From an optimization exercise on the open Yosys and OpenROAD flow, aimed at small area; shortcuts taken in it are not production practice.
Only simulation tests tie the RTL to the original design; equivalence was not proved.
No activity file was given, so power comes from the tool's default toggle rates.

==> design/flow/design.v <==
module mips_multicycle_core #(
  parameter int                    ADDR_WIDTH = 32,
  parameter logic [ADDR_WIDTH-1:0] RESET_PC   = '0,
  parameter int                    NUM_REGS   = 32
) (
  input  logic                  clk,
  input  logic                  rst,
  output logic                  mem_req,
  output logic                  mem_we,
  output logic [ADDR_WIDTH-1:0] mem_addr,
  output logic [31:0]           mem_wdata,
  input  logic [31:0]           mem_rdata,
  input  logic                  mem_ready,
  output logic                  halted
);
  localparam int NR = 31;    
  typedef enum logic [2:0] {
    S_CLR,
    S_FETCH,
    S_READ,
    S_WRITE,
    S_ADDR,
    S_MEM,
    S_BEQ1,
    S_HALT
  } state_t;
  state_t           r_state;
  logic [29:0]      r_pc;        
  logic [4:0]       r_p;         
  logic [31:0]      r_x;
  logic [31:0]      r_y;
  logic [28:0]      r_ir;        
  logic             r_first;     
  logic             r_gs;        
  logic             r_gt;        
  logic [NR*32-1:0] r_ring;
  logic        w_c2, w_c1, w_c0;
  logic        w_lw, w_sw, w_addi, w_beq, w_r, w_j, w_need_t, w_mem;
  logic [4:0]  w_rs, w_rt, w_rd;
  logic [5:0]  w_fn;
  logic [31:0] w_sext;
  assign w_c2     = r_ir[28];
  assign w_c1     = r_ir[27];
  assign w_c0     = r_ir[26];
  assign w_mem    = w_c2;
  assign w_lw     = w_c2 & ~w_c1;
  assign w_sw     = w_c2 &  w_c1;
  assign w_addi   = ~w_c2 & w_c1 & ~w_c0;
  assign w_beq    = w_c1 & w_c0;
  assign w_r      = ~w_c2 & ~w_c1 & ~w_c0;
  assign w_j      = ~w_c1 & w_c0;
  assign w_need_t = ~w_c2 & ~(w_c1 ^ w_c0) | w_sw;    
  assign w_rs     = r_ir[25:21];
  assign w_rt     = r_ir[20:16];
  assign w_rd     = w_r ? r_ir[15:11] : r_ir[20:16];
  assign w_fn     = r_ir[5:0];
  assign w_sext   = {{16{r_ir[15]}}, r_ir[15:0]};
  logic [5:0] f_op, f_fn;
  logic       f_legal;
  assign f_op = mem_rdata[31:26];
  assign f_fn = mem_rdata[5:0];
  always_comb begin
    case (f_op)
      6'h00:   f_legal = (f_fn == 6'h20) || (f_fn == 6'h22) || (f_fn == 6'h24) ||
                         (f_fn == 6'h25) || (f_fn == 6'h2A);
      6'h02, 6'h04, 6'h08, 6'h23, 6'h2B: f_legal = 1'b1;
      default: f_legal = 1'b0;
    endcase
  end
  logic [31:0] w_head, w_hz, w_head_in, w_alu;
  logic        w_at_rd, w_wlast, w_wr, w_fetch, w_clr;
  assign w_head    = r_ring[31:0];
  assign w_hz      = w_head;
  assign w_clr     = (r_state == S_CLR);
  assign w_at_rd   = (r_p == w_rd);
  assign w_wr      = ((r_state == S_WRITE) && w_at_rd) || w_clr;
  assign w_wlast   = (r_state == S_WRITE) && (w_at_rd || (w_rd == 5'd0));
  assign w_fetch   = (r_state == S_FETCH) || w_wlast;
  assign w_head_in = w_wr ? w_alu : w_hz;
  logic        w_use_imm, w_sub, w_lt, w_bzero, w_inc;
  logic [31:0] w_b, w_sum;
  logic        f_sub_fn, f_slt_fn, f_and_fn, f_or_fn;
  assign f_slt_fn = w_fn[3];
  assign f_and_fn = ~w_fn[3] & w_fn[2] & ~w_fn[0];
  assign f_or_fn  = ~w_fn[3] & w_fn[2] &  w_fn[0];
  assign f_sub_fn = ~w_fn[2] & w_fn[1];
  assign w_bzero   = (r_state == S_MEM) || w_clr || w_inc || (w_lw && (r_state == S_WRITE));
  assign w_inc     = (r_state == S_READ) && r_first;    
  assign w_use_imm = w_addi | w_mem | (r_state == S_ADDR);
  assign w_sub     = ~w_use_imm & ~w_bzero & (w_beq | (w_r & (f_sub_fn | f_slt_fn)));
  always_comb begin
    if (w_bzero)
      w_b = 32'd0;
    else if (!w_use_imm)
      w_b = r_y ^ {32{w_sub}};
    else if (w_beq)
      w_b = {w_sext[29:0], 2'b00};
    else
      w_b = w_sext;
  end
  assign w_sum = r_x + w_b + {31'd0, w_sub | w_inc};
  assign w_lt  = (r_x[31] ^ r_y[31]) ? r_x[31] : w_sum[31];
  always_comb begin
    if (w_r && f_slt_fn && !w_clr)
      w_alu = {31'd0, w_lt};
    else if (w_r && f_and_fn && !w_clr)
      w_alu = r_x & r_y;
    else if (w_r && f_or_fn && !w_clr)
      w_alu = r_x | r_y;
    else
      w_alu = w_sum;
  end
  logic w_hit_s, w_hit_t, w_done_s, w_done_t;
  assign w_hit_s  = (r_p == w_rs);
  assign w_hit_t  = (r_p == w_rt) && w_need_t;
  assign w_done_s = r_gs || w_hit_s || (w_rs == 5'd0);
  assign w_done_t = r_gt || w_hit_t || (w_rt == 5'd0) || !w_need_t;
  always_ff @(posedge clk) begin
    r_ring <= {w_head_in, r_ring[NR*32-1:32]};
  end
  always_ff @(posedge clk or posedge rst) begin
    if (rst) begin
      r_state <= S_CLR;
      r_p     <= 5'd0;
    end else begin
      r_p <= (r_p == 5'd31) ? 5'd1 : r_p + 5'd1;
      if (w_fetch) begin
        if (!mem_ready) begin
          r_state <= S_FETCH;
        end else if (!f_legal) begin
          r_state <= S_HALT;
        end else begin
          r_state <= S_READ;
        end
      end else begin
        case (r_state)
          S_CLR: if (r_p == 5'd31) r_state <= S_FETCH;
          S_READ: begin
            if (w_j)
              r_state <= S_FETCH;
            else if (w_done_s && w_done_t) begin
              if (w_mem || w_beq)
                r_state <= w_beq ? S_BEQ1 : S_ADDR;
              else
                r_state <= S_WRITE;
            end
          end
          S_WRITE: ;
          S_ADDR: begin
            if (w_beq)
              r_state <= S_FETCH;
            else
              r_state <= (w_sum[1:0] != 2'b00) ? S_HALT : S_MEM;
          end
          S_MEM: begin
            if (mem_ready) begin
              r_state <= w_lw ? S_WRITE : S_FETCH;
            end
          end
          S_BEQ1: begin
            r_state <= (w_sum == 32'd0) ? S_ADDR : S_FETCH;
          end
          default: r_state <= S_HALT;
        endcase
      end
    end
  end
  always_ff @(posedge clk) begin
    if (w_clr || w_inc || (r_state == S_ADDR) || ((r_state == S_MEM) && mem_ready)) begin
      r_pc[29:26] <= w_sum[31:28];
      r_pc[25:0]  <= (w_inc && w_j) ? r_ir[25:0] : w_sum[27:2];
    end
  end
  always_ff @(posedge clk) begin
    if (w_fetch || w_clr) begin
      r_x     <= w_clr ? 32'd0 : {r_pc, 2'b11};
      r_y     <= 32'd0;
      r_gs    <= 1'b0;
      r_gt    <= 1'b0;
      r_first <= 1'b1;
      r_ir    <= {mem_rdata[31], mem_rdata[29] | mem_rdata[28],
                  mem_rdata[28] | (mem_rdata[27] & ~mem_rdata[31]), mem_rdata[25:0]};
    end else begin
      case (r_state)
        S_READ: begin
          r_first <= 1'b0;
          if (w_hit_s) begin
            r_x  <= w_hz;
            r_gs <= 1'b1;
          end else if (r_first && (w_rs == 5'd0)) begin
            r_x  <= 32'd0;
          end
          if (w_hit_t) begin
            r_y  <= w_hz;
            r_gt <= 1'b1;
          end
        end
        S_ADDR, S_BEQ1: r_x <= {r_pc, 2'b11};
        S_MEM: if (mem_ready) r_x <= mem_rdata;
        default: ;
      endcase
    end
  end
  assign mem_req   = w_fetch || (r_state == S_MEM);
  assign mem_we    = (r_state == S_MEM) && w_sw;
  assign mem_addr  = {r_pc, 2'b00};
  assign mem_wdata = r_y;
  assign halted    = (r_state == S_HALT);
endmodule
==> design/flow/flow/run.sh <==
#!/bin/bash
# Own flow: the standard layout (standard.sh: ORFS synthesis to final
# layout) with these changes, all in how the layout is built:
#  - synthesis is the standard flow's synthesis script (synth_recipe.tcl) unchanged, except
#    that its ABC technology-mapping call runs flow/abc.script, an
#    area-oriented script, instead of ORFS's abc_speed.script. Registers are
#    mapped before ABC, so they are the standard synthesis's registers;
#  - ports are buffered with sky130_fd_sc_hd__buf_1 instead of the default
#    buffer cell (every input and output still gets its own buffer);
#  - clock tree synthesis uses clkbuf_8 with sink clusters of up to 16
#    flip-flops within 60 um, and no dummy loads.
# The tools' full output goes to standard.log in this folder.
set -euo pipefail
W=$PWD
export BUFFER_PORTS_ARGS="-buffer_cell sky130_fd_sc_hd__buf_1"
export CTS_ARGS="-sink_clustering_enable -repair_clock_nets -dont_use_dummy_load -buf_list sky130_fd_sc_hd__clkbuf_8 -sink_clustering_size 16 -sink_clustering_max_diameter 60"
{
  cat <<EOT
proc abc {args} {
  set i [lsearch -exact \$args -script]
  if { \$i >= 0 } {
    set args [lreplace \$args [expr {\$i + 1}] [expr {\$i + 1}] $W/flow/abc.script]
  }
  yosys abc {*}\$args
}
EOT
  cat synth_recipe.tcl
} > my_synth.tcl
sed "s#SYNTH_SCRIPT=[^ ]*#SYNTH_SCRIPT=$W/my_synth.tcl#" standard.sh > my_standard.sh
grep -q "SYNTH_SCRIPT=$W/my_synth.tcl" my_standard.sh
bash my_standard.sh > standard.log 2>&1
==> design/flow/flow/abc.script <==
strash
ifraig
dc2
balance
rewrite
refactor
balance
rewrite
rewrite -z
balance
refactor -z
rewrite -z
balance
strash
&get -n
&synch2
&nf
&put
topo
stime -c
dnsize -c
==> design/flow/standard.sh <==
#!/bin/bash
# synth_recipe.tcl (not shown) runs the flow's synth.tcl, then flattens the netlist and writes it again
# the make line also repeats each setting of config.mk as NAME=value (left out here)
make -C /OpenROAD-flow-scripts/flow DESIGN_CONFIG=/design/flow/config.mk WORK_HOME=/design/flow/orfs CLKGATE_MAP_FILE= SYNTH_SCRIPT=/design/flow/synth_recipe.tcl "${@:-finish}"
==> design/flow/config.mk <==
export PLATFORM = sky130hd
export DESIGN_NAME = mips_multicycle_core
export DESIGN_NICKNAME = mips_multicycle_core
export VERILOG_FILES = /design/flow/design.v
export SDC_FILE = /design/flow/constraint.sdc
export NUM_CORES = 4
export LEC_CHECK = 0
export CAP_MARGIN = 20
export CORE_MARGIN = 2
export CORE_UTILIZATION = 66
export SLEW_MARGIN = 20
==> design/flow/constraint.sdc <==
create_clock -name core_clock -period 10.0 [get_ports {clk}]
set_input_delay 2.0000 -clock core_clock [delete_from_list [all_inputs] [get_ports {clk}]]
set_output_delay 2.0000 -clock core_clock [all_outputs]
set_load 0.01 [all_outputs]
==> results of run 1 <==
how the worst max path moves through the flow:
stage,start,endpoint,depth (start not counted),slack [ns]
CTS,r_state[1]$_DFFE_PP0P_,r_state[0]$_DFFE_PP0P_,30,1.38
global placement,r_state[1]$_DFFE_PP0P_,r_state[0]$_DFFE_PP0P_,30,1.69
floorplan,r_ir[27]$_DFFE_PN_,r_state[0]$_DFFE_PP0P_,27,1.58
finish,r_state[1]$_DFFE_PP0P_,r_state[0]$_DFFE_PP0P_,30,1.24
detailed placement,r_state[1]$_DFFE_PP0P_,r_state[0]$_DFFE_PP0P_,30,1.46
global route,r_state[1]$_DFFE_PP0P_,r_state[0]$_DFFE_PP0P_,30,0.77
report_power, final:
part	switching (W)	internal, W	total, W	leakage (nW)
clock network	0.00126	0.000754	0.00202	0.604
registers	0.000252	0.00520	0.00545	9.21
logic	0.00140	0.000745	0.00214	2.23
critical path, delay by kind of cell, from the launching register on:
family	cells	cell delay, ns
buf+inv	2	0.53
simple gates	9	2.46
compound gates	17	4.58
flops	1	0.59
fa+ha+maj	1	0.29
xor+xnor	1	0.17
flip-flops by register name (all words and copies together) (netlist names):
signal   cells
r_first      1
r_gs         1
r_gt         1
r_ir        29
r_p          5
r_pc        30
r_ring     992
r_state      3
r_x         32
r_y         32
Yosys cell counts (3+ instances only):
cell / count
edfxtp_1: 91
xor2_1: 20
nor2b_1: 13
and2_0: 4
o21ai_0: 117
nand2_1: 128
a32o_1: 11
nor2_1: 122
a41oi_1: 3
o21bai_1: 8
nand3_1: 10
a21oi_1: 87
a22oi_1: 9
dfrtp_1: 8
clkinv_1: 19
nor4_1: 4
mux2i_1: 6
o22ai_1: 5
ha_1: 36
dfxtp_1: 1027
and3_1: 6
nor3_1: 37
a221oi_1: 3
xnor2_1: 38
o211ai_1: 15
a21boi_0: 3
nand4_1: 3
a31oi_1: 10
a222oi_1: 23
maj3_1: 17
a211oi_1: 15
a21o_1: 26
or4_1: 6
nand2b_1: 22
layout make-up:
class	instances	area [sq um]	area share [%]
Clock buffer	84	1156	3.717
Inverter	19	71.32	0.2293
Multi-Input combinational cell	833	5100	16.40
Sequential cell	1126	23490	75.53
Tap cell	585	732.0	2.353
Timing Repair Buffer	123	551.8	1.774
metrics by stage:
stage          util [%]  std cells  power [W]
2_1_floorplan         -       1980   0.006874
3_3_place_gp      69.68       2686   0.007610
3_5_place_dp      69.68       2686   0.007629
4_1_cts           72.37       2770   0.009617
5_1_grt           72.37       2770    0.01004
6_report          72.37       2770   0.009614
cells by family after synthesis:
kind of cell,Yosys count,share of synthesized area (%)
AND/OR/NAND/NOR,364,5.648
other,1,0.01310
multiplexers,7,0.2492
flip-flops,1126,82.08
adder cells (fa/ha/maj),55,2.308
XOR/XNOR,58,1.775
AO/OA/AOI/OAI,347,7.620
buffers and inverters,21,0.3016
metal layers:
| metal | wire length, um | vias to the layer above | global-route usage (%) |
|---|---|---|---|
| met4 | 1729 | 2 | 10.83 |
| met2 | 30110 | 757 | 46.96 |
| met3 | 4442 | 132 | 5.155 |
| met5 | 13 | - | 0 |
| li1 | - | 7129 | - |
| met1 | 25800 | 7401 | 36.91 |
==> flow_metrics.env, run 1 <==
export IMPL_die_width_um=212.2
export IMPL_dieHeight_um=212.2
export IMPL_drtPass1Iterations=7
export IMPL_hold_viol=0
export IMPL_synth_area_top_cells="dfxtp_1 (72%), edfxtp_1 (9.5%), o21ai_0 (2.0%)"
export IMPL_start_kind="flip-flop"
export IMPL_cpMostUsedCell="a21o_1"
export IMPL_die_area_sq_um=45050
export IMPL_netlist_instances=1979
export IMPL_outcome="complete, no violations"
export IMPL_stdcell_area_sq_um=31100
export IMPL_ios=102
export IMPL_crit_path_max_incr_delay_ns=0.59
export IMPL_final_cell_mix="dfxtp_1 (1027), nand2_1 (126), nor2_1 (121)"
export IMPL_synthToLayoutAreaGrowth_pct=8.678
export IMPL_yosysTopAreaCellShare_pct=71.84
export IMPL_fillers=2631
export IMPL_maxSlewViolCount=0
export IMPL_crit_arrival_ns=9.31
export IMPL_cap_violations=0
export IMPL_cp_slowest_cell="dfrtp_1"
export IMPL_setup_viol=0
export IMPL_grt_pass1_wl_um=93900
export IMPL_clkTransAtPathRegs_ns=0.09
export IMPL_hold_end="r_ring[938]$_DFF_P_"
export IMPL_drive_gt1_share_pct=5.400
export IMPL_tritoncts="built"
export IMPL_syn_avg_cell_area_sq_um=14.46
export IMPL_num_nets_final=2260
export IMPL_period_minus_slack_ns=8.761
export IMPL_tns_ns=0
export IMPL_ant_nets=0
export IMPL_diodes=0
export IMPL_track_usage_pct=28.16
export IMPL_synth_seq_area_share_pct=82.08
export IMPL_antenna_found_initial=1
export IMPL_yosysWarningCount=1
export IMPL_clock_skew_ns=0.08226
export IMPL_num_rows=76
export IMPL_synth_edf_count=91
export IMPL_cts_sinks=1126
export IMPL_reg2reg_to="r_state[0]$_DFFE_PP0P_"
export IMPL_cts_buffer_depth=3
export IMPL_grt_pass1_vias=15840
export IMPL_cts_resized=0
export IMPL_cts_buffers_inserted=84
export IMPL_p_leak_nw=12.04
export IMPL_synth_largest_area_cell="dfxtp_1"
export IMPL_reg2reg_from="r_state[1]$_DFFE_PP0P_"
export IMPL_yosys_cell_types_count=56
export IMPL_post_cts_buffers=0
export IMPL_max_freq_mhz=114.1
export IMPL_place_area_sq_um=29950
export IMPL_cts_root_buf="clkbuf_8"
export IMPL_dpl_worst_slack_ns=1.465
export IMPL_hp_start="r_ring[970]$_DFF_P_"
export IMPL_grt_overflow_total=0
export IMPL_hpwlAfterDp_um=39360
export IMPL_gp_congestion=0.8940
export IMPL_htreeDepth=3
export IMPL_wl_um=62090
export IMPL_insertion_delay_ns=0.71
export IMPL_r2r_worst_path_cells=30
export IMPL_coreArea_sq_um=42980
export IMPL_rrSetupSlack_ns=1.24
export IMPL_setup_ws_ns=1.239
export IMPL_viasPerCell=5.567
export IMPL_synthesis_area_sq_um=28620
export IMPL_rsz0062_at_grt="false"
export IMPL_hold_path_class="flip-flop to flip-flop"
export IMPL_ir_drop_mv=0.2256
export IMPL_p_per_area_nw_per_um2=309.1
export IMPL_crit_type="flip-flop to flip-flop"
export IMPL_cp_end_kind="flip-flop"
export IMPL_ys_ff_latch=1126
export IMPL_via_count=15420
export IMPL_cts_hold_buffers=0
export IMPL_initial_utilization_pct=66.59
export IMPL_grt_max_degree=55
export IMPL_synth_main_ff_cell="dfxtp_1"
export IMPL_period_share_pct=87.61
export IMPL_holdWs_ns=0.2725
export IMPL_synth_async_reset_ratio_pct=0.7105
export IMPL_post_route_drc_count=0
export IMPL_crit_required_ns=10.55
export IMPL_final_common_cell="dfxtp_1"
export IMPL_worst_pin_slew_ns=1.051
export IMPL_critPathMaxFanout=20
export IMPL_drt_iter0_markers=1542
export IMPL_min_path_cells=0
export IMPL_routedWlPerCell_um=22.42
export IMPL_relSlewSlack_pct=29.76
export IMPL_port_buffers=99
==> run 2: changes to the inputs <==
==> design/flow/flow/abc.script (replaced) <==
strash
ifraig
dc2
&get -n
&synch2
&nf
&put
topo
stime -c
dnsize -c
--- a/design/flow/config.mk
+++ b/design/flow/config.mk
@@ -9,3 +9,4 @@
 export CORE_MARGIN = 2
 export CORE_UTILIZATION = 66
+export PLACE_DENSITY = 0.8
 export SLEW_MARGIN = 20
==> run 2 against run 1 <==
First-iteration DRC count decreased by 28%. Fmax increased by 5.6%. Setup slack improved by 0.47 ns. Clock skew increased by 0.0069 ns. Critical endpoint is now r_state[2]$_DFFE_PP0P_. Largest cell class unchanged. Highest routed layer unchanged.
==> flow_metrics.env, run 2 <==
export IMPL_outcome="complete, no violations"
export IMPL_insertion_delay_ns=0.71
export IMPL_yosysTopAreaCellShare_pct=71.78
export IMPL_synth_seq_area_share_pct=82.02
export IMPL_reg2reg_from="r_state[2]$_DFFE_PP0P_"
export IMPL_final_cell_mix="dfxtp_1 (1027), nand2_1 (101), a21oi_1 (99), o21ai_0 (99), buf_1 (99)"
export IMPL_cts_buffer_depth=3
export IMPL_met2_length_um=27530
export IMPL_setup_viol=0
export IMPL_cap_violations=0
export IMPL_yosys_cell_types_count=53
export IMPL_yosysWarningCount=1
export IMPL_grt_overflow_total=0
export IMPL_grt_pass1_wl_um=87540
export IMPL_critPathMaxFanout=24
export IMPL_hold_path_class="flip-flop to flip-flop"
export IMPL_cp_slowest_cell="dfrtp_1"
export IMPL_ios=102
export IMPL_tns_ns=0
export IMPL_ir_drop_mv=0.2258
export IMPL_min_path_cells=0
export IMPL_hold_viol=0
export IMPL_ys_ff_latch=1126
export IMPL_top_layer="met5"
export IMPL_die_width_um=212.3
export IMPL_synthesis_area_sq_um=28640
export IMPL_synth_largest_area_cell="dfxtp_1"
export IMPL_p_per_area_nw_per_um2=350.9
export IMPL_largest_reg_flops=992
export IMPL_dieHeight_um=212.3
export IMPL_rrSetupSlack_ns=1.71
export IMPL_die_area_sq_um=45080
export IMPL_cts_root_buf="clkbuf_8"
export IMPL_hold_end="r_ring[919]$_DFF_P_"
export IMPL_crit_required_ns=10.63
export IMPL_clkTransAtPathRegs_ns=0.10
export IMPL_initial_utilization_pct=66.64
export IMPL_via_count=14800
export IMPL_fillers=2690
export IMPL_cts_sinks=1126
export IMPL_wl_met3_um=3793
export IMPL_cts_hold_buffers=0
export IMPL_cts_buffers_inserted=83
export IMPL_path_delay_family="simple AND/OR/NAND/NOR gates"
export IMPL_reg2reg_to="r_state[2]$_DFFE_PP0P_"
export IMPL_max_freq_mhz=120.6
export IMPL_gp_congestion=0.9026
export IMPL_post_route_drc_count=0
export IMPL_drt_iter0_markers=1111
export IMPL_path_depth=31
export IMPL_viasPerCell=5.451
export IMPL_worst_pin_slew_ns=1.032
export IMPL_drive_gt1_share_pct=5.449
export IMPL_drt_met1_wl_um=24430
export IMPL_final_core_util_pct=72.32
export IMPL_top_register="r_ring"
export IMPL_track_usage_pct=26.28
export IMPL_synth_most_common_cell="dfxtp_1"
export IMPL_r2r_worst_path_cells=31
export IMPL_synth_async_reset_ratio_pct=0.7105
export IMPL_syn_avg_cell_area_sq_um=14.87
export IMPL_start_kind="flip-flop"
export IMPL_top_regs="r_ring x992, r_x x32, r_y x32"
export IMPL_wl_um=57860
export IMPL_p_leak_nw=12.12
export IMPL_relSlewSlack_pct=29.42
export IMPL_port_buffers=99
export IMPL_netlist_instances=1926
export IMPL_synth_edf_count=91
export IMPL_synth_area_top_cells="dfxtp_1 (72%), edfxtp_1 (9.5%), a21oi_1 (1.7%)"
export IMPL_crit_arrival_ns=8.93
export IMPL_synth_main_ff_cell="dfxtp_1"
export IMPL_drtPass1Iterations=7
export IMPL_synthToLayoutAreaGrowth_pct=8.513
export IMPL_rsz0062_at_grt="false"
export IMPL_htreeDepth=3
export IMPL_cpMostUsedCell="a21o_1"
export IMPL_maxSlewViolCount=0
export IMPL_period_minus_slack_ns=8.294
export IMPL_period_share_pct=82.94
export IMPL_cp_end_kind="flip-flop"
export IMPL_crit_path_max_incr_delay_ns=0.56
export IMPL_cts_resized=0
export IMPL_crit_type="flip-flop to flip-flop"
export IMPL_ant_nets=0
export IMPL_hpwlAfterDp_um=37540
export IMPL_synthTopCellsByCount="dfxtp_1 (1027), nand2_1 (103), a21oi_1 (100)"
export IMPL_hp_start="r_ring[951]$_DFF_P_"
export IMPL_clock_skew_ns=0.08917
export IMPL_routedWlPerCell_um=21.31
export IMPL_antenna_found_initial=3
export IMPL_post_cts_buffers=0
export IMPL_num_rows=76
export IMPL_grt_pass1_vias=14890
export IMPL_path_buf_inv=2
export IMPL_tritoncts="built"
export IMPL_num_nets_final=2204
export IMPL_grt_max_degree=55
export IMPL_final_common_cell="dfxtp_1"
export IMPL_coreArea_sq_um=42980
[run 2: cell types whose count changed after synthesis, moves of 10 or more]
cell      change
xnor2_1      +17
a32o_1       -11
a211oi_1     +10
nor3_1       -27
nor2_1       -32
o211ai_1     -11
mux2i_1      +32
a21oi_1      +13
a221oi_1     +11
nand2_1      -25
o21ai_0      -18
[run 2: kinds of logic (layout without fill, tap and decap cells)]
group / count (synthesis) / in the layout / synth area share [%]
AO/OA/AOI/OAI: 321 / 321 / 6.959
XOR/XNOR: 79 / 79 / 2.416
other: 1 / 3 / 0.01309
adder cells (fa/ha/maj): 57 / 57 / 2.376
AND/OR/NAND/NOR: 274 / 274 / 4.316
multiplexers: 44 / 44 / 1.564
flip-flops: 1126 / 1126 / 82.02
buffers and inverters: 24 / 226 / 0.3407
[run 2: worst reg2reg max path: cells and delay by family, from the launching register on]
family,cells,cell delay (ns)
and+or+nand+nor,14,3.69
AOI/OAI and AO/OA,13,2.58
buffers and inverters,2,0.71
DFF,1,0.56
adders and majority gates,1,0.50
xor gates and xnor gates,1,0.17
[run 2: through the flow]
step	power (W)	cells	area, sq um	worst slack [ns]	hold slack (ns)
after floorplan	0.007872	1927	28650	0.8764	0.3096
after global placement	0.008912	2631	29940	2.010	0.3097
after detailed placement	0.008951	2631	29940	1.846	0.3121
after CTS	0.01093	2714	31080	1.797	0.2812
after global routing	0.01146	2715	31080	1.240	0.2768
final	0.01091	2715	31080	1.706	0.2905
[run 2: power by group]
part	internal [W]	switching (W)
logic	0.00109	0.00193
registers	0.00551	0.000379
clock network	0.000745	0.00125
total	0.00734	0.00356
[run 2: how the worst max path moves through the flow]
| stage | start | to | slack (ns) |
|---|---|---|---|
| finish | r_state[2]$_DFFE_PP0P_ | r_state[2]$_DFFE_PP0P_ | 1.71 |
| global route | r_state[1]$_DFFE_PP0P_ | r_state[2]$_DFFE_PP0P_ | 1.24 |
| CTS | r_state[2]$_DFFE_PP0P_ | r_state[2]$_DFFE_PP0P_ | 1.80 |
| detailed placement | r_state[2]$_DFFE_PP0P_ | r_state[2]$_DFFE_PP0P_ | 1.85 |
| global placement | r_state[2]$_DFFE_PP0P_ | r_state[2]$_DFFE_PP0P_ | 2.01 |
| floorplan | r_state[2]$_DFFE_PP0P_ | r_state[2]$_DFFE_PP0P_ | 0.88 |
[run 2: routing by layer]
layer / global-route usage (%) / vias up
li1: - / 6942
met5: 0 / -
met2: 43.01 / 534
met3: 5.879 / 141
met4: 10.22 / 2
met1: 34.40 / 7181
[run 2: final cells by class]
| cell class | count | area [sq um] | share of cell area [%] |
|---|---|---|---|
| sequential | 1126 | 23490 | 75.58 |
| antenna | 1 | 2.502 | 0.008051 |
| clock buffer | 83 | 1142 | 3.675 |
| timing repair buffer | 121 | 536.8 | 1.727 |
| inverter | 22 | 82.58 | 0.2657 |
| multi-input combinational | 777 | 5094 | 16.39 |
| tap | 585 | 732.0 | 2.355 |
==> run 3: changes to the inputs <==
--- a/design/flow/config.mk
+++ b/design/flow/config.mk
@@ -8,5 +8,4 @@
 export CAP_MARGIN = 20
 export CORE_MARGIN = 2
-export CORE_UTILIZATION = 66
-export PLACE_DENSITY = 0.8
+export CORE_UTILIZATION = 72
 export SLEW_MARGIN = 20
==> run 3 against run 2 <==
Sequential share of layout area increased by 0.20 points. Still clean. Critical path depth unchanged. Non-clock buffer count is 1 higher. Clock power barely moved. Utilization rose by 6.3 points.
==> flow_metrics.env, run 3 <==
export IMPL_fillers=2020
export IMPL_grt_pass1_vias=16390
export IMPL_hold_path_class="flip-flop to flip-flop"
export IMPL_synth_largest_area_cell="dfxtp_1"
export IMPL_top_regs="r_ring x992, r_x x32, r_y x32"
export IMPL_cts_sinks=1126
export IMPL_synth_async_reset_ratio_pct=0.7105
export IMPL_p_leak_nw=12.12
export IMPL_grt_overflow_total=0
export IMPL_largest_reg_flops=992
export IMPL_period_minus_slack_ns=8.525
export IMPL_synth_compound_area_share_pct=6.958
export IMPL_synth_main_ff_cell="dfxtp_1"
export IMPL_synth_top_family_by_area="compound AO/OA/AOI/OAI gates"
export IMPL_synthTopCellsByCount="dfxtp_1 (1027), nand2_1 (103), a21oi_1 (100)"
export IMPL_yosysTopAreaCellShare_pct=71.78
export IMPL_path_buf_inv=1
export IMPL_antenna_found_initial=2
export IMPL_ir_drop_mv=0.2165
export IMPL_synth_area_top_cells="dfxtp_1 (72%), edfxtp_1 (9.5%), a21oi_1 (1.7%)"
export IMPL_drt_iter0_markers=1693
export IMPL_synth_xor_area_share_pct=2.416
export IMPL_min_path_cells=0
export IMPL_cts_root_buf="clkbuf_8"
export IMPL_cts_buffer_depth=3
export IMPL_synth_edf_count=91
export IMPL_tritoncts="built"
export IMPL_cap_violations=0
export IMPL_worst_pin_slew_ns=1.085
export IMPL_cts_buffers_inserted=82
export IMPL_hp_start="r_ring[455]$_DFF_P_"
export IMPL_reg2reg_from="r_state[1]$_DFFE_PP0P_"
export IMPL_synthToLayoutAreaGrowth_pct=8.230
export IMPL_synth_simple_gate_area_share_pct=4.316
export IMPL_initial_utilization_pct=72.59
export IMPL_ys_ff_latch=1126
export IMPL_yosys_cell_types_count=53
export IMPL_final_cell_mix="dfxtp_1 (1027), nand2_1 (101), a21oi_1 (99), o21ai_0 (99), buf_1 (99)"
export IMPL_post_cts_buffers=0
export IMPL_wl_um=66280
export IMPL_final_common_cell="dfxtp_1"
export IMPL_path_delay_family="simple AND/OR/NAND/NOR gates"
export IMPL_gp_congestion=0.9054
export IMPL_outcome="complete, no violations"
export IMPL_ant_nets=0
export IMPL_top_register="r_ring"
export IMPL_die_area_sq_um=41390
export IMPL_crit_arrival_ns=9.10
export IMPL_yosysWarningCount=1
export IMPL_crit_path_max_incr_delay_ns=0.85
export IMPL_cpMostUsedCell="a21o_1"
export IMPL_placed_cells=2572
export IMPL_path_depth=31
export IMPL_synthesis_area_sq_um=28640
export IMPL_drtPass1Iterations=6
export IMPL_relSlewSlack_pct=25.80
export IMPL_crit_start="r_state[1]$_DFFE_PP0P_"
export IMPL_hold_viol=0
export IMPL_num_nets_final=2204
export IMPL_synth_most_common_cell="dfxtp_1"
export IMPL_cp_end_kind="flip-flop"
export IMPL_clkTransAtPathRegs_ns=0.10
export IMPL_grt_max_degree=59
export IMPL_crit_required_ns=10.57
export IMPL_htreeDepth=3
export IMPL_grt_pass1_wl_um=99740
export IMPL_viasPerCell=5.951
export IMPL_setup_viol=0
export IMPL_die_width_um=203.5
export IMPL_r2r_worst_path_cells=31
export IMPL_insertion_delay_ns=0.69
export IMPL_yosys_area_share_adder_pct=2.376
export IMPL_track_usage_pct=32.63
export IMPL_cp_slowest_cell="nor3b_1"
export IMPL_ios=102
export IMPL_post_route_drc_count=0
export IMPL_dieHeight_um=203.5
export IMPL_clock_skew_ns=0.08501
export IMPL_synth_mux_area_share_pct=1.564
export IMPL_via_count=15800
export IMPL_syn_avg_cell_area_sq_um=14.87
export IMPL_hpwlAfterDp_um=42660
export IMPL_max_freq_mhz=117.3
export IMPL_start_kind="flip-flop"
export IMPL_finalNonFillerCells=2655
export IMPL_port_buffers=99
export IMPL_drive_gt1_share_pct=5.449
export IMPL_tns_ns=0
export IMPL_synth_seq_area_share_pct=82.02
export IMPL_rsz0062_at_grt="false"
export IMPL_period_share_pct=85.25
export IMPL_routedWlPerCell_um=24.97
export IMPL_netlist_instances=1926
export IMPL_cts_hold_buffers=0
export IMPL_maxSlewViolCount=0
export IMPL_coreArea_sq_um=39460
export IMPL_cts_resized=0
export IMPL_critPathMaxFanout=19
export IMPL_crit_type="flip-flop to flip-flop"
export IMPL_num_rows=73
export IMPL_p_per_area_nw_per_um2=362.5
==> run 3: path summary, 6_finish.rpt <==
check,slack [ns],end
max reg2reg,1.48,r_state[2]$_DFFE_PP0P_
min,0.31,r_ring[423]$_DFF_P_
min in group asynchronous,1.27,r_state[2]$_DFFE_PP0P_
max in group asynchronous,8.49,r_p[0]$_DFF_PP0_
max,1.48,r_state[2]$_DFFE_PP0P_
min reg2reg,0.31,r_ring[423]$_DFF_P_
==> run 3: kinds of logic after synthesis <==
group                      count (synthesis)
xor gates and xnor gates                  79
buffers and inverters                     24
DFF                                     1126
other                                      1
muxes                                     44
and+or+nand+nor                          274
adders and majority gates                 57
AOI/OAI and AO/OA                        321
==> run 3: area by class of cell <==
class / count / area [sq um] / share of cell area (%)
diodes: 1 / 2.502 / 0.008072
flip-flops and latches: 1126 / 23490 / 75.78
well taps: 525 / 656.9 / 2.119
multi-input cells: 777 / 5094 / 16.43
inverters: 22 / 82.58 / 0.2664
repair buffers: 122 / 544.3 / 1.756
clock buffers: 82 / 1129 / 3.640
==> run 3: routing by layer <==
layer  wire [um]  up-vias  part of all wire (%)  track usage [%]
met3        5805      316                   8.8            8.166
li1            -     6943                     -                -
met5           0        -                     0                0
met2       31940      987                    48            53.88
met1       24740     7554                    37            39.68
met4        3801        0                   5.7            17.73
==> run 3: power breakdown <==
part | internal, W | total [W] | leakage, nW | switching [W]
clock network | 0.000737 | 0.00201 | 0.590 | 0.00127
logic | 0.00109 | 0.00328 | 2.27 | 0.00219
registers | 0.00552 | 0.00595 | 9.25 | 0.000432
==> run 3: metrics by stage <==
stage	util, %	instance area, sq um	hold WS (ns)	setup WS (ns)	power [W]
final	78.57	31000	0.3113	1.475	0.01124
after global routing	78.57	31000	0.3113	0.7274	0.01166
after CTS	78.56	31000	0.3079	1.598	0.01115
after detailed placement	75.70	29870	0.3121	1.683	0.009126
after global placement	75.70	29870	0.3101	1.828	0.008934
after floorplan	-	28650	0.3096	0.8764	0.007872
==> run 3: worst register-to-register path, delay by kind of cell, from the launching register on <==
family	cells	cell delay, ns
simple gates	15	4.46
fa+ha+maj	1	0.43
compound gates	12	2.30
xor+xnor	2	0.36
flops	1	0.61
buf+inv	1	0.32
==> run 4: changes to the inputs <==
--- a/design/flow/config.mk
+++ b/design/flow/config.mk
@@ -8,4 +8,4 @@
 export CAP_MARGIN = 20
 export CORE_MARGIN = 2
-export CORE_UTILIZATION = 72
+export CORE_UTILIZATION = 66
 export SLEW_MARGIN = 20
==> run 4 against run 3 <==
Cell count grew 2.2%. Final area rose by 0.24%. Clock power shrank 2%. Critical path type unchanged. Largest cell class unchanged. Still clean. Largest power group unchanged. Sequential power shrank 0.8%. Highest routed layer is now met5.
==> flow_metrics.env, run 4 <==
export IMPL_outcome="complete, no violations"
export IMPL_ys_ff_latch=1126
export IMPL_cp_end_kind="flip-flop"
export IMPL_top_register="r_ring"
export IMPL_ff_latch_area_sq_um=23490
export IMPL_crit_type="flip-flop to flip-flop"
export IMPL_grt_pass1_vias=15230
export IMPL_synth_largest_area_cell="dfxtp_1"
export IMPL_worst_pin_slew_ns=1.097
export IMPL_max_freq_mhz=114.1
export IMPL_synthesis_area_sq_um=28640
export IMPL_wl_um=59010
export IMPL_cts_root_buf="clkbuf_8"
export IMPL_largest_reg_flops=992
export IMPL_syn_avg_cell_area_sq_um=14.87
export IMPL_netlist_instances=1926
export IMPL_routedWlPerCell_um=21.74
export IMPL_cpMostUsedCell="a21o_1"
export IMPL_critPathMaxFanout=31
export IMPL_yosys_cell_types_count=53
export IMPL_antenna_found_initial=8
export IMPL_clock_skew_ns=0.07518
export IMPL_ir_drop_mv=0.2208
export IMPL_maxSlewViolCount=0
export IMPL_synth_most_common_cell="dfxtp_1"
export IMPL_grt_max_degree=55
export IMPL_hold_viol=0
export IMPL_synth_area_top_cells="dfxtp_1 (72%), edfxtp_1 (9.5%), a21oi_1 (1.7%)"
export IMPL_die_width_um=212.3
export IMPL_relSlewSlack_pct=24.95
export IMPL_hold_end="r_ring[482]$_DFF_P_"
export IMPL_r2r_worst_path_cells=32
export IMPL_cts_buffers_inserted=81
export IMPL_multi_input_area_sq_um=5107
export IMPL_internal_power_w=0.007327
export IMPL_synth_main_ff_cell="dfxtp_1"
export IMPL_crit_required_ns=10.58
export IMPL_coreArea_sq_um=42980
export IMPL_min_path_cells=0
export IMPL_dpl_worst_slack_ns=1.350
export IMPL_cts_buffer_depth=3
export IMPL_hpwlAfterDp_um=39080
export IMPL_setup_viol=0
export IMPL_period_share_pct=87.63
export IMPL_reg2reg_to="r_state[2]$_DFFE_PP0P_"
export IMPL_cts_resized=0
export IMPL_crit_path_max_incr_delay_ns=0.63
export IMPL_p_per_area_nw_per_um2=351.0
export IMPL_insertion_delay_ns=0.71
export IMPL_cap_violations=0
export IMPL_post_route_drc_count=0
export IMPL_htreeDepth=3
export IMPL_synth_edf_count=91
export IMPL_synth_seq_area_share_pct=82.02
export IMPL_cts_hold_buffers=0
export IMPL_yosysTopAreaCellShare_pct=71.78
export IMPL_post_cts_buffers=0
export IMPL_synth_async_reset_ratio_pct=0.7105
export IMPL_swShare_pct=32.82
export IMPL_num_rows=76
export IMPL_synthTopCellsByCount="dfxtp_1 (1027), nand2_1 (103), a21oi_1 (100)"
export IMPL_setup_ws_ns=1.237
export IMPL_port_buffers=99
export IMPL_dieHeight_um=212.3
export IMPL_p_leak_nw=12.11
export IMPL_hp_start="r_ring[514]$_DFF_P_"
export IMPL_hold_path_class="flip-flop to flip-flop"
export IMPL_ios=102
export IMPL_num_nets_final=2203
export IMPL_track_usage_pct=26.86
export IMPL_viasPerCell=5.488
export IMPL_rsz0062_at_grt="false"
export IMPL_die_area_sq_um=45080
export IMPL_final_common_cell="dfxtp_1"
export IMPL_clkPwrFrac_pct=18.0
export IMPL_grt_pass1_wl_um=89280
export IMPL_synthToLayoutAreaGrowth_pct=8.492
export IMPL_grt_overflow_total=0
export IMPL_period_minus_slack_ns=8.763
export IMPL_start_kind="flip-flop"
export IMPL_clkTransAtPathRegs_ns=0.09
export IMPL_fillers=2640
export IMPL_holdWs_ns=0.2796
export IMPL_yosysWarningCount=1
export IMPL_drive_gt1_share_pct=5.451
export IMPL_reg2reg_from="r_state[1]$_DFFE_PP0P_"
export IMPL_gp_congestion=0.9273
export IMPL_p_seq_share_pct=54.1
export IMPL_final_cell_mix="dfxtp_1 (1027), nand2_1 (101), a21oi_1 (99), o21ai_0 (99), buf_1 (99)"
export IMPL_drtPass1Iterations=5
export IMPL_initial_utilization_pct=66.64
export IMPL_p_comb_share_pct=27.9
export IMPL_cp_slowest_cell="dfrtp_1"
export IMPL_drt_iter0_markers=1221
export IMPL_top_regs="r_ring x992, r_x x32, r_y x32"
export IMPL_rrSetupSlack_ns=1.24
export IMPL_cts_sinks=1126
export IMPL_p_switching_w=0.003580
export IMPL_tritoncts="built"
export IMPL_tns_ns=0
export IMPL_ant_nets=0
export IMPL_via_count=14900
export IMPL_crit_arrival_ns=9.35
[run 4: worst max-delay path by stage]
stage	start	to	slack [ns]	cells after the start
after global placement	r_state[2]$_DFFE_PP0P_	r_state[2]$_DFFE_PP0P_	1.61	32
after global routing	r_state[1]$_DFFE_PP0P_	r_state[2]$_DFFE_PP0P_	0.58	32
after floorplan	r_state[2]$_DFFE_PP0P_	r_state[2]$_DFFE_PP0P_	0.88	29
final	r_state[1]$_DFFE_PP0P_	r_state[2]$_DFFE_PP0P_	1.24	32
after CTS	r_state[2]$_DFFE_PP0P_	r_state[2]$_DFFE_PP0P_	1.31	32
after detailed placement	r_state[2]$_DFFE_PP0P_	r_state[2]$_DFFE_PP0P_	1.35	32
[run 4: kinds of logic (layout without fill, tap and decap cells)]
logic type	count (synthesis)	after routing	synth area share, %
flops	1126	1126	82.02
compound gates	321	321	6.959
simple gates	274	274	4.316
xor+xnor	79	79	2.416
fa+ha+maj	57	57	2.376
mux	44	44	1.564
buf+inv	24	225	0.3407
other cells	1	3	0.01309
[run 4: area by class of cell]
| cell class | instances | area share, % |
|---|---|---|
| antenna | 1 | 0.008052 |
| inverter | 22 | 0.2657 |
| clock buffer | 81 | 3.587 |
| tap | 585 | 2.355 |
| multi-input combinational | 777 | 16.44 |
| sequential | 1126 | 75.60 |
| timing repair buffer | 122 | 1.751 |
[run 4: worst max-delay path: cells and delay by family (launching register included)]
kind,cells,cell delay (ns)
AO/OA/AOI/OAI,13,2.60
XOR/XNOR,1,0.17
adder cells (fa/ha/maj),1,0.48
buffers and inverters,3,0.96
flip-flops,1,0.63
AND/OR/NAND/NOR,14,3.84
[run 4: routing by layer]
| metal | global-route usage, % | wire (um) |
|---|---|---|
| met1 | 34.25 | 24100 |
| met2 | 43.93 | 27930 |
| met3 | 6.647 | 4648 |
| met4 | 11.62 | 2304 |
| met5 | 0 | 33 |
[run 4: power by group through the flow]
stage	registers [W]	clock network, W	logic, W
4_1_cts	0.00590	0.00201	0.00301
3_5_place_dp	0.00599	0	0.00299
3_3_place_gp	0.00595	0	0.00299
6_report	0.00590	0.00196	0.00305
2_1_floorplan	0.00585	0	0.00202
5_1_grt	0.00596	0.00216	0.00332
[run 4: per-stage QoR]
step,power [W],instances,area (sq um),utilization (%)
final,0.01091,2714,31080,72.30
after global routing,0.01143,2714,31080,72.30
after CTS,0.01093,2713,31070,72.30
after detailed placement,0.008978,2632,29960,69.70
after global placement,0.008936,2632,29960,69.70
after floorplan,0.007872,1927,28650,-
==> run 5: changes to the inputs <==
--- a/design/flow/flow/run.sh
+++ b/design/flow/flow/run.sh
@@ -9,10 +9,10 @@
 #    buffer cell (every input and output still gets its own buffer);
 #  - clock tree synthesis uses clkbuf_8 with sink clusters of up to 16
-#    flip-flops within 60 um, and no dummy loads.
+#    flip-flops within 40 um, and no dummy loads.
 # The tools' full output goes to standard.log in this folder.
 set -euo pipefail
 W=$PWD
 export BUFFER_PORTS_ARGS="-buffer_cell sky130_fd_sc_hd__buf_1"
-export CTS_ARGS="-sink_clustering_enable -repair_clock_nets -dont_use_dummy_load -buf_list sky130_fd_sc_hd__clkbuf_8 -sink_clustering_size 16 -sink_clustering_max_diameter 60"
+export CTS_ARGS="-sink_clustering_enable -repair_clock_nets -dont_use_dummy_load -buf_list sky130_fd_sc_hd__clkbuf_8 -sink_clustering_size 16 -sink_clustering_max_diameter 40"
 {
   cat <<EOT
==> run 5 against run 4 <==
Flip-flop and latch count unchanged. First-iteration DRC count is 7.5% higher. Synthesized cell count is the same. Synthesized area is the same. Clock power is 9% higher. Die area stayed put. Critical path type unchanged. Critical endpoint unchanged. Highest routed layer unchanged.
==> flow_metrics.env, run 5 <==
export IMPL_swShare_pct=32.91
export IMPL_cts_resized=0
export IMPL_internal_power_w=0.007449
export IMPL_post_cts_buffers=0
export IMPL_synth_mux_area_share_pct=1.564
export IMPL_max_freq_mhz=113.8
export IMPL_final_cell_mix="dfxtp_1 (1027), nand2_1 (101), a21oi_1 (99), o21ai_0 (99), buf_1 (99)"
export IMPL_yosys_area_share_adder_pct=2.376
export IMPL_synthesis_area_sq_um=28640
export IMPL_critPathMaxFanout=31
export IMPL_synth_simple_gate_area_share_pct=4.316
export IMPL_ir_drop_mv=0.2393
export IMPL_cts_sinks=1126
export IMPL_synthTopCellsByCount="dfxtp_1 (1027), nand2_1 (103), a21oi_1 (100)"
export IMPL_htreeDepth=3
export IMPL_drt_iter0_markers=1313
export IMPL_syn_avg_cell_area_sq_um=14.87
export IMPL_relSlewSlack_pct=26.75
export IMPL_tns_ns=0
export IMPL_drive_gt1_share_pct=6.069
export IMPL_final_common_cell="dfxtp_1"
export IMPL_synth_most_common_cell="dfxtp_1"
export IMPL_cp_slowest_cell="dfrtp_1"
export IMPL_gp_congestion=0.9273
export IMPL_cts_root_buf="clkbuf_8"
export IMPL_cp_end_kind="flip-flop"
export IMPL_hold_end="r_ring[471]$_DFF_P_"
export IMPL_p_leak_nw=12.21
export IMPL_reg2reg_from="r_state[2]$_DFFE_PP0P_"
export IMPL_start_kind="flip-flop"
export IMPL_p_per_area_nw_per_um2=355.1
export IMPL_r2r_worst_path_cells=32
export IMPL_synth_async_reset_ratio_pct=0.7105
export IMPL_yosysWarningCount=1
export IMPL_cts_buffers_inserted=95
export IMPL_crit_arrival_ns=9.35
export IMPL_die_width_um=212.3
export IMPL_crit_type="flip-flop to flip-flop"
export IMPL_setup_viol=0
export IMPL_cap_violations=0
export IMPL_insertion_delay_ns=0.72
export IMPL_grt_max_degree=55
export IMPL_cts_hold_buffers=0
export IMPL_rsz0062_at_grt="false"
export IMPL_synth_largest_area_cell="dfxtp_1"
export IMPL_top_regs="r_ring x992, r_x x32, r_y x32"
export IMPL_crit_path_max_incr_delay_ns=0.57
export IMPL_drtPass1Iterations=6
export IMPL_period_minus_slack_ns=8.785
export IMPL_grt_pass1_vias=15590
export IMPL_viasPerCell=5.506
export IMPL_path_depth=32
export IMPL_coreArea_sq_um=42980
export IMPL_tritoncts="built"
export IMPL_synth_main_ff_cell="dfxtp_1"
export IMPL_place_area_sq_um=29960
export IMPL_rrSetupSlack_ns=1.22
export IMPL_yosysTopAreaCellShare_pct=71.78
export IMPL_ios=102
export IMPL_num_rows=76
export IMPL_clkTransAtPathRegs_ns=0.09
export IMPL_path_delay_family="simple AND/OR/NAND/NOR gates"
export IMPL_hold_viol=0
export IMPL_yosys_cell_types_count=53
export IMPL_grt_pass1_wl_um=91800
export IMPL_largest_reg_flops=992
export IMPL_hold_path_class="flip-flop to flip-flop"
export IMPL_ys_ff_latch=1126
export IMPL_outcome="complete, no violations"
export IMPL_synth_top_family_by_area="compound AO/OA/AOI/OAI gates"
export IMPL_die_area_sq_um=45080
export IMPL_synthToLayoutAreaGrowth_pct=9.164
export IMPL_port_buffers=99
export IMPL_synth_edf_count=91
export IMPL_p_comb_share_pct=27.5
export IMPL_final_core_util_pct=72.75
export IMPL_cpMostUsedCell="a21o_1"
export IMPL_synth_seq_area_share_pct=82.02
export IMPL_cts_buffer_depth=3
export IMPL_hp_start="r_ring[503]$_DFF_P_"
export IMPL_via_count=15020
export IMPL_initial_utilization_pct=66.64
export IMPL_p_seq_share_pct=53.3
export IMPL_maxSlewViolCount=0
export IMPL_stdcell_area_sq_um=31270
export IMPL_reg2reg_to="r_state[2]$_DFFE_PP0P_"
export IMPL_antenna_found_initial=5
export IMPL_synth_compound_area_share_pct=6.958
export IMPL_netlist_instances=1926
export IMPL_ant_nets=0
export IMPL_post_route_drc_count=0
export IMPL_num_nets_final=2217
export IMPL_p_switching_w=0.003654
export IMPL_hpwlAfterDp_um=39080
export IMPL_wl_um=60970
export IMPL_crit_required_ns=10.56
export IMPL_path_buf_inv=3
export IMPL_dieHeight_um=212.3
export IMPL_synth_xor_area_share_pct=2.416
export IMPL_grt_overflow_total=0
export IMPL_fillers=2597
export IMPL_worst_pin_slew_ns=1.071
export IMPL_clkPwrFrac_pct=19.2
export IMPL_top_register="r_ring"
export IMPL_track_usage_pct=27.65
export IMPL_routedWlPerCell_um=22.35
export IMPL_clock_skew_ns=0.1205
export IMPL_period_share_pct=87.85
export IMPL_min_path_cells=0
export IMPL_synth_area_top_cells="dfxtp_1 (72%), edfxtp_1 (9.5%), a21oi_1 (1.7%)"
[run 5: cell counts after synthesis]
Identical to the previous run, type by type.
[run 5: cell families (layout without fill, tap and decap cells)]
| family | Yosys count | count (layout) |
|---|---|---|
| compound gates | 321 | 321 |
| xor+xnor | 79 | 79 |
| fa+ha+maj | 57 | 57 |
| buf+inv | 24 | 239 |
| flops | 1126 | 1126 |
| mux | 44 | 44 |
| other cells | 1 | 3 |
| simple gates | 274 | 274 |
[run 5: stage by stage]
stage	hold slack, ns	instances	setup WS [ns]	total power (W)
4_1_cts	0.2749	2727	1.323	0.01112
3_3_place_gp	0.3107	2632	1.605	0.008936
2_1_floorplan	0.3096	1927	0.8764	0.007872
6_report	0.2691	2728	1.215	0.01110
5_1_grt	0.2759	2728	0.6237	0.01162
3_5_place_dp	0.3121	2632	1.350	0.008978
[run 5: layout make-up]
cell class	count	area [sq um]	area share [%]
Inverter	22	82.58	0.2641
Multi-Input combinational cell	777	5107	16.33
Clock buffer	95	1308	4.181
Tap cell	585	732.0	2.341
Timing Repair Buffer	122	544.3	1.741
Sequential cell	1126	23490	75.13
Antenna cell	1	2.502	0.008003
[run 5: how the worst max path moves through the flow]
stage | start | end | slack, ns
after floorplan | r_state[2]$_DFFE_PP0P_ | r_state[2]$_DFFE_PP0P_ | 0.88
after detailed placement | r_state[2]$_DFFE_PP0P_ | r_state[2]$_DFFE_PP0P_ | 1.35
after global placement | r_state[2]$_DFFE_PP0P_ | r_state[2]$_DFFE_PP0P_ | 1.61
after CTS | r_state[1]$_DFFE_PP0P_ | r_state[2]$_DFFE_PP0P_ | 1.32
final | r_state[2]$_DFFE_PP0P_ | r_state[2]$_DFFE_PP0P_ | 1.22
after global routing | r_state[1]$_DFFE_PP0P_ | r_state[2]$_DFFE_PP0P_ | 0.62
[run 5: power groups by stage]
stage	combinational (W)	clock (W)	sequential, W
2_1_floorplan	0.00202	0	0.00585
6_report	0.00305	0.00214	0.00591
5_1_grt	0.00332	0.00233	0.00597
3_5_place_dp	0.00299	0	0.00599
4_1_cts	0.00302	0.00218	0.00591
3_3_place_gp	0.00299	0	0.00595
[run 5: metal layers]
layer	share of wire (%)	wire length, um	global-route usage (%)
met5	0.025	15	0
met4	4.0	2457	11.19
met3	7.5	4544	6.292
met2	48	29290	46.06
met1	40	24660	35.21
[run 5: worst reg2reg max path: cells and delay by family, from the launching register on]
family	cells	cell delay [ns]
simple gates	14	3.94
compound gates	13	2.64
buf+inv	3	0.96
flops	1	0.57
fa+ha+maj	1	0.48
xor+xnor	1	0.17
==> run 6: changes to the inputs <==
--- a/design/flow/flow/run.sh
+++ b/design/flow/flow/run.sh
@@ -8,11 +8,11 @@
 #  - ports are buffered with sky130_fd_sc_hd__buf_1 instead of the default
 #    buffer cell (every input and output still gets its own buffer);
-#  - clock tree synthesis uses clkbuf_8 with sink clusters of up to 16
-#    flip-flops within 40 um, and no dummy loads.
+#  - clock tree synthesis uses clkbuf_8 with sink clusters of up to 17
+#    flip-flops within 60 um, and no dummy loads.
 # The tools' full output goes to standard.log in this folder.
 set -euo pipefail
 W=$PWD
 export BUFFER_PORTS_ARGS="-buffer_cell sky130_fd_sc_hd__buf_1"
-export CTS_ARGS="-sink_clustering_enable -repair_clock_nets -dont_use_dummy_load -buf_list sky130_fd_sc_hd__clkbuf_8 -sink_clustering_size 16 -sink_clustering_max_diameter 40"
+export CTS_ARGS="-sink_clustering_enable -repair_clock_nets -dont_use_dummy_load -buf_list sky130_fd_sc_hd__clkbuf_8 -sink_clustering_size 17 -sink_clustering_max_diameter 60"
 {
   cat <<EOT
==> run 6 against run 5 <==
Still clean on timing, DRC and antenna. Clock power down about 10%. Flip-flop and latch count stayed put. Non-clock buffer count is the same. Hold slack improved by 0.031 ns. Cell count shrank 0.66%. Final area shrank 0.79%. Die area stayed put. Sequential share of layout area up 0.60 points. Critical path type unchanged. Critical endpoint unchanged.
==> flow_metrics.env, run 6 <==
export IMPL_outcome="complete, no violations"
export IMPL_drtPass1Iterations=5
export IMPL_rsz0062_at_grt="false"
export IMPL_met3_usage_pct=6.086
export IMPL_p_leak_nw=12.08
export IMPL_cap_violations=0
export IMPL_use_met2_pct=44.27
export IMPL_synthTopCellsByCount="dfxtp_1 (1027), nand2_1 (103), a21oi_1 (100)"
export IMPL_final_core_util_pct=72.17
export IMPL_via_count=14780
export IMPL_port_buffers=99
export IMPL_tritoncts="built"
export IMPL_worst_pin_slew_ns=1.083
export IMPL_antenna_found_initial=8
export IMPL_start_kind="flip-flop"
export IMPL_viasPerCell=5.455
export IMPL_cpMostUsedCell="a21o_1"
export IMPL_grt_overflow_total=0
export IMPL_clkTransAtPathRegs_ns=0.09
export IMPL_grt_max_degree=55
export IMPL_synth_area_top_cells="dfxtp_1 (72%), edfxtp_1 (9.5%), a21oi_1 (1.7%)"
export IMPL_fillers=2642
export IMPL_crit_required_ns=10.58
export IMPL_drive_gt1_share_pct=5.273
export IMPL_largest_reg_flops=992
export IMPL_post_route_drc_count=0
export IMPL_ios=102
export IMPL_insertion_delay_ns=0.70
export IMPL_synth_main_ff_cell="dfxtp_1"
export IMPL_synth_edf_count=91
export IMPL_period_minus_slack_ns=8.785
export IMPL_final_cell_mix="dfxtp_1 (1027), nand2_1 (101), a21oi_1 (99), o21ai_0 (99), buf_1 (99)"
export IMPL_grt_pass1_wl_um=89150
export IMPL_dieHeight_um=212.3
export IMPL_crit_arrival_ns=9.36
export IMPL_relSlewSlack_pct=25.92
export IMPL_post_cts_buffers=0
export IMPL_hold_path_class="flip-flop to flip-flop"
export IMPL_setup_viol=0
export IMPL_top_register="r_ring"
export IMPL_crit_path_max_incr_delay_ns=0.57
export IMPL_die_area_sq_um=45080
export IMPL_synthToLayoutAreaGrowth_pct=8.299
export IMPL_cp_slowest_cell="dfrtp_1"
export IMPL_die_width_um=212.3
export IMPL_synth_largest_area_cell="dfxtp_1"
export IMPL_cts_root_buf="clkbuf_8"
export IMPL_num_rows=76
export IMPL_routedWlPerCell_um=21.71
export IMPL_synth_async_reset_ratio_pct=0.7105
export IMPL_track_usage_pct=26.86
export IMPL_gp_congestion=0.9273
export IMPL_wl_um=58820
export IMPL_hpwlAfterDp_um=39080
export IMPL_initial_utilization_pct=66.64
export IMPL_synth_most_common_cell="dfxtp_1"
export IMPL_maxSlewViolCount=0
export IMPL_coreArea_sq_um=42980
export IMPL_clock_skew_ns=0.07166
export IMPL_cp_end_kind="flip-flop"
export IMPL_ir_drop_mv=0.1954
export IMPL_synth_seq_area_share_pct=82.02
export IMPL_max_freq_mhz=113.8
export IMPL_cts_buffers_inserted=77
export IMPL_top_regs="r_ring x992, r_x x32, r_y x32"
export IMPL_p_per_area_nw_per_um2=350.4
export IMPL_htreeDepth=3
export IMPL_cts_sinks=1126
export IMPL_drt_iter0_markers=1324
export IMPL_final_common_cell="dfxtp_1"
export IMPL_period_share_pct=87.85
export IMPL_crit_type="flip-flop to flip-flop"
export IMPL_yosys_cell_types_count=53
export IMPL_num_nets_final=2199
export IMPL_use_met1_pct=34.48
export IMPL_cts_buffer_depth=3
export IMPL_synthesis_area_sq_um=28640
export IMPL_yosysWarningCount=1
export IMPL_tns_ns=0
export IMPL_hold_viol=0
export IMPL_ant_nets=0
export IMPL_cts_hold_buffers=0
export IMPL_grt_pass1_vias=15170
export IMPL_holdWs_ns=0.2996
export IMPL_cts_resized=0
export IMPL_critPathMaxFanout=31
export IMPL_netlist_instances=1926
export IMPL_multi_input_area_sq_um=5107
export IMPL_ys_ff_latch=1126
export IMPL_ff_latch_area_sq_um=23490
export IMPL_syn_avg_cell_area_sq_um=14.87
export IMPL_grt_busiest_layer="met2"
export IMPL_yosysTopAreaCellShare_pct=71.78
run 6: cell counts after synthesis:
No cell type changed its count.
run 6: worst max-delay path: cells and delay by family, from the launching register on:
family	cells	cell delay (ns)
XOR/XNOR	1	0.17
buffers and inverters	3	0.96
AND/OR/NAND/NOR	14	3.92
AO/OA/AOI/OAI	13	2.62
adder cells (fa/ha/maj)	1	0.48
flip-flops	1	0.57
run 6: logic make-up (layout without fill, tap and decap cells):
| kind of cell | Yosys count | in the layout | synth area share, % |
|---|---|---|---|
| buffers and inverters | 24 | 221 | 0.3407 |
| muxes | 44 | 44 | 1.564 |
| adders and majority gates | 57 | 57 | 2.376 |
| xor gates and xnor gates | 79 | 79 | 2.416 |
| DFF | 1126 | 1126 | 82.02 |
| other | 1 | 3 | 0.01309 |
| and+or+nand+nor | 274 | 274 | 4.316 |
| AOI/OAI and AO/OA | 321 | 321 | 6.959 |
run 6: stage by stage:
| stage | power (W) | cells | area (sq um) | worst slack, ns |
|---|---|---|---|---|
| 3_5_place_dp | 0.008978 | 2632 | 29960 | 1.350 |
| 3_3_place_gp | 0.008936 | 2632 | 29960 | 1.605 |
| 5_1_grt | 0.01140 | 2710 | 31020 | 0.5799 |
| 2_1_floorplan | 0.007872 | 1927 | 28650 | 0.8764 |
| 4_1_cts | 0.01089 | 2709 | 31020 | 1.316 |
| 6_report | 0.01087 | 2710 | 31020 | 1.215 |
run 6: layout make-up:
type / instances / area share (%)
repair buffers: 122 / 1.755
clock buffers: 77 / 3.416
well taps: 585 / 2.360
flip-flops and latches: 1126 / 75.73
diodes: 1 / 0.008067
inverters: 22 / 0.2662
multi-input cells: 777 / 16.46
run 6: worst paths after layout:
path | startpoint | to | slack (ns) | cells past startpoint
min in group asynchronous | rst | r_state[1]$_DFFE_PP0P_ | 1.22 | 2
worst min-delay path | r_ring[578]$_DFF_P_ | r_ring[546]$_DFF_P_ | 0.30 | 0
max in group asynchronous | rst | r_p[3]$_DFF_PP0_ | 8.60 | 2
worst max register to register | r_state[2]$_DFFE_PP0P_ | r_state[2]$_DFFE_PP0P_ | 1.22 | 32
worst min register to register | r_ring[578]$_DFF_P_ | r_ring[546]$_DFF_P_ | 0.30 | 0
worst max-delay path | r_state[2]$_DFFE_PP0P_ | r_state[2]$_DFFE_PP0P_ | 1.22 | 32
run 6: power by group:
part	leakage [nW]	internal, W	switching [W]	total [W]
logic	2.28	0.00109	0.00196	0.00305
registers	9.25	0.00551	0.000386	0.00590
clock network	0.554	0.000694	0.00123	0.00192
run 6: metal layers:
layer  part of all wire [%]  vias to the layer above  wire length (um)
met5                  0.019                        -                11
met4                    3.5                        2              2083
met3                    7.5                      144              4435
met2                     48                      613             28100
met1                     41                     7096             24190
li1                       -                     6928                 -
==> run 7: changes to the inputs <==
--- a/design/flow/design.v
+++ b/design/flow/design.v
@@ -76,5 +76,5 @@
   assign w_wr      = ((r_state == S_WRITE) && w_at_rd) || w_clr;
   assign w_wlast   = (r_state == S_WRITE) && (w_at_rd || (w_rd == 5'd0));
-  assign w_fetch   = (r_state == S_FETCH) || w_wlast;
+  assign w_fetch   = (r_state == S_FETCH) || w_wlast || (w_clr && (r_p == 5'd31));
   assign w_head_in = w_wr ? w_alu : w_hz;
   logic        w_use_imm, w_sub, w_lt, w_bzero, w_inc;
@@ -135,5 +135,5 @@
       end else begin
         case (r_state)
-          S_CLR: if (r_p == 5'd31) r_state <= S_FETCH;
+          S_CLR: ;
           S_READ: begin
             if (w_j)
@@ -174,5 +174,5 @@
   always_ff @(posedge clk) begin
     if (w_fetch || w_clr) begin
-      r_x     <= w_clr ? 32'd0 : {r_pc, 2'b11};
+      r_x     <= w_fetch ? {r_pc, 2'b11} : 32'd0;
       r_y     <= 32'd0;
       r_gs    <= 1'b0;
@@ -206,4 +206,5 @@
   assign mem_addr  = {r_pc, 2'b00};
   assign mem_wdata = r_y;
-  assign halted    = (r_state == S_HALT);
+  assign halted    = (r_state == S_HALT) ||
+                     ((r_state == S_ADDR) && w_mem && (w_sum[1:0] != 2'b00));
 endmodule
--- a/design/flow/flow/run.sh
+++ b/design/flow/flow/run.sh
@@ -8,5 +8,5 @@
 #  - ports are buffered with sky130_fd_sc_hd__buf_1 instead of the default
 #    buffer cell (every input and output still gets its own buffer);
-#  - clock tree synthesis uses clkbuf_8 with sink clusters of up to 17
+#  - clock tree synthesis uses clkbuf_8 with sink clusters of up to 16
 #    flip-flops within 60 um, and no dummy loads.
 # The tools' full output goes to standard.log in this folder.
@@ -14,5 +14,5 @@
 W=$PWD
 export BUFFER_PORTS_ARGS="-buffer_cell sky130_fd_sc_hd__buf_1"
-export CTS_ARGS="-sink_clustering_enable -repair_clock_nets -dont_use_dummy_load -buf_list sky130_fd_sc_hd__clkbuf_8 -sink_clustering_size 17 -sink_clustering_max_diameter 60"
+export CTS_ARGS="-sink_clustering_enable -repair_clock_nets -dont_use_dummy_load -buf_list sky130_fd_sc_hd__clkbuf_8 -sink_clustering_size 16 -sink_clustering_max_diameter 60"
 {
   cat <<EOT
==> run 7 against run 6 <==
Hold slack got worse by 0.017 ns. Clock skew fell by 0.013 ns. Global-route usage fell by 1.6 points. Critical endpoint is now r_state[0]$_DFFE_PP0P_. Via count rose by 1.0%. Utilization rose by 0.40 points. Cell count rose by 1.3%. Sequential power rose by 15%. Register-to-register slack improved by 0.32 ns. Highest routed layer is now met4. Sequential share of layout area fell by 0.42 points. Synthesized cell count rose by 1.7%. Synthesized area rose by 0.17%.
==> flow_metrics.env, run 7 <==
export IMPL_post_cts_buffers=0
export IMPL_post_route_drc_count=0
export IMPL_track_usage_pct=25.29
export IMPL_period_minus_slack_ns=8.466
export IMPL_final_cell_mix="dfxtp_1 (1027), nand2_1 (146), o21ai_0 (111)"
export IMPL_cpMostUsedCell="o21ai_0"
export IMPL_die_width_um=212.5
export IMPL_hold_path_class="flip-flop to flip-flop"
export IMPL_worst_pin_slew_ns=1.074
export IMPL_cts_root_buf="clkbuf_8"
export IMPL_holdWs_ns=0.2824
export IMPL_drive_gt1_share_pct=5.278
export IMPL_cts_buffer_depth=3
export IMPL_ys_ff_latch=1126
export IMPL_insertion_delay_ns=0.68
export IMPL_internal_power_w=0.007933
export IMPL_synth_most_common_cell="dfxtp_1"
export IMPL_min_path_cells=0
export IMPL_yosysTopAreaCellShare_pct=71.66
export IMPL_tns_ns=0
export IMPL_relSlewSlack_pct=28.20
export IMPL_dieHeight_um=212.5
export IMPL_crit_type="flip-flop to flip-flop"
export IMPL_ant_nets=0
export IMPL_cp_end_kind="flip-flop"
export IMPL_r2r_worst_path_cells=33
export IMPL_syn_avg_cell_area_sq_um=14.65
export IMPL_p_per_area_nw_per_um2=370.6
export IMPL_grt_pass1_vias=15270
export IMPL_viasPerCell=5.438
export IMPL_htreeDepth=3
export IMPL_drt_iter0_markers=1328
export IMPL_outcome="complete, no violations"
export IMPL_critPathMaxFanout=19
export IMPL_num_nets_final=2235
export IMPL_use_met2_pct=40.56
export IMPL_wl_um=55860
export IMPL_tritoncts="built"
export IMPL_finalNonFillerCells=2746
export IMPL_clkTransAtPathRegs_ns=0.11
export IMPL_antenna_found_initial=2
export IMPL_crit_required_ns=10.53
export IMPL_top_register="r_ring"
export IMPL_cts_resized=0
export IMPL_maxSlewViolCount=0
export IMPL_grt_pass1_wl_um=85710
export IMPL_grt_max_degree=58
export IMPL_cts_hold_buffers=0
export IMPL_num_rows=76
export IMPL_netlist_instances=1959
export IMPL_yosys_cell_types_count=51
export IMPL_largest_reg_flops=992
export IMPL_rsz0062_at_grt="false"
export IMPL_crit_arrival_ns=8.99
export IMPL_clock_skew_ns=0.05889
export IMPL_p_leak_nw=12.22
export IMPL_top_regs="r_ring x992, r_x x32, r_y x32"
export IMPL_cp_slowest_cell="nand3_1"
export IMPL_yosysWarningCount=1
export IMPL_final_common_cell="dfxtp_1"
export IMPL_final_core_util_pct=72.58
export IMPL_drtPass1Iterations=6
export IMPL_synth_seq_area_share_pct=81.88
export IMPL_port_buffers=99
export IMPL_routedWlPerCell_um=20.34
export IMPL_gp_congestion=0.8638
export IMPL_met3_usage_pct=6.544
export IMPL_p_comb_share_pct=24.2
export IMPL_coreArea_sq_um=42980
export IMPL_synth_async_reset_ratio_pct=0.7105
export IMPL_cap_violations=0
run 7: changes by cell type in the layout (fill, tap and decap cells not counted), moves of 7 or more:
cell	change
nor2_1	-14
a22oi_1	-10
a222oi_1	-7
a32o_1	+23
nand2_1	+45
maj3_1	-15
a22o_1	+14
o21ai_0	+12
a211oi_1	-13
nand3_1	+10
buf_4	-7
run 7: layer usage:
layer	share of wire (%)	routed length, um
met1	43	24060
met2	47	26120
met3	7.1	3964
met4	3.1	1720
met5	0	0
run 7: worst paths after layout:
path | endpoint | from | slack, ns
max | r_state[0]$_DFFE_PP0P_ | r_state[2]$_DFFE_PP0P_ | 1.53
min | r_ring[664]$_DFF_P_ | r_ring[696]$_DFF_P_ | 0.28
max reg2reg | r_state[0]$_DFFE_PP0P_ | r_state[2]$_DFFE_PP0P_ | 1.53
min reg2reg | r_ring[664]$_DFF_P_ | r_ring[696]$_DFF_P_ | 0.28
max in group asynchronous | r_state[0]$_DFFE_PP0P_ | rst | 8.50
min in group asynchronous | r_state[2]$_DFFE_PP0P_ | rst | 1.25
run 7: worst max-delay path, delay by kind of cell, from the launching register on:
kind	cells	cell delay [ns]
AOI/OAI and AO/OA	20	4.19
and+or+nand+nor	7	1.70
adders and majority gates	2	0.87
buffers and inverters	2	0.54
DFF	1	0.53
xor gates and xnor gates	2	0.48
run 7: cell type report:
cell class | instances | area [sq um] | area share (%)
flip-flops and latches | 1126 | 23490 | 75.31
well taps | 585 | 732.0 | 2.346
inverters | 24 | 90.09 | 0.2888
multi-input cells | 808 | 5160 | 16.54
diodes | 1 | 2.502 | 0.008022
clock buffers | 83 | 1142 | 3.662
repair buffers | 119 | 574.3 | 1.841
run 7: cell families after synthesis:
group | share of synthesized area, %
flip-flops | 81.88
AO/OA/AOI/OAI | 7.278
AND/OR/NAND/NOR | 4.788
XOR/XNOR | 2.350
adder cells (fa/ha/maj) | 1.849
multiplexers | 1.478
buffers and inverters | 0.3663
other | 0.01307
run 7: stage by stage:
stage | power, W | setup WS (ns) | instance area (sq um)
floorplan | 0.008470 | 1.155 | 28700
global placement | 0.009443 | 1.700 | 29970
detailed placement | 0.009584 | 1.643 | 30010
CTS | 0.01158 | 1.538 | 31160
global route | 0.01214 | 0.8109 | 31190
finish | 0.01156 | 1.534 | 31190
run 7: power groups by stage:
stage                     Clock [W]  Sequential, W  Combinational, W
after floorplan                   0        0.00664           0.00183
after global placement            0        0.00678           0.00267
after detailed placement          0        0.00685           0.00273
after CTS                   0.00204        0.00679           0.00275
after global routing        0.00218        0.00690           0.00307
final                       0.00199        0.00677           0.00280

Check on run 7: ideal ports give 1.534 ns setup slack; a clkbuf_16 on the clock port and buf_2 on the inputs give 1.534 ns; moving port delays by the midpoint clock arrival (0.702 ns) as well gives 1.534 ns.
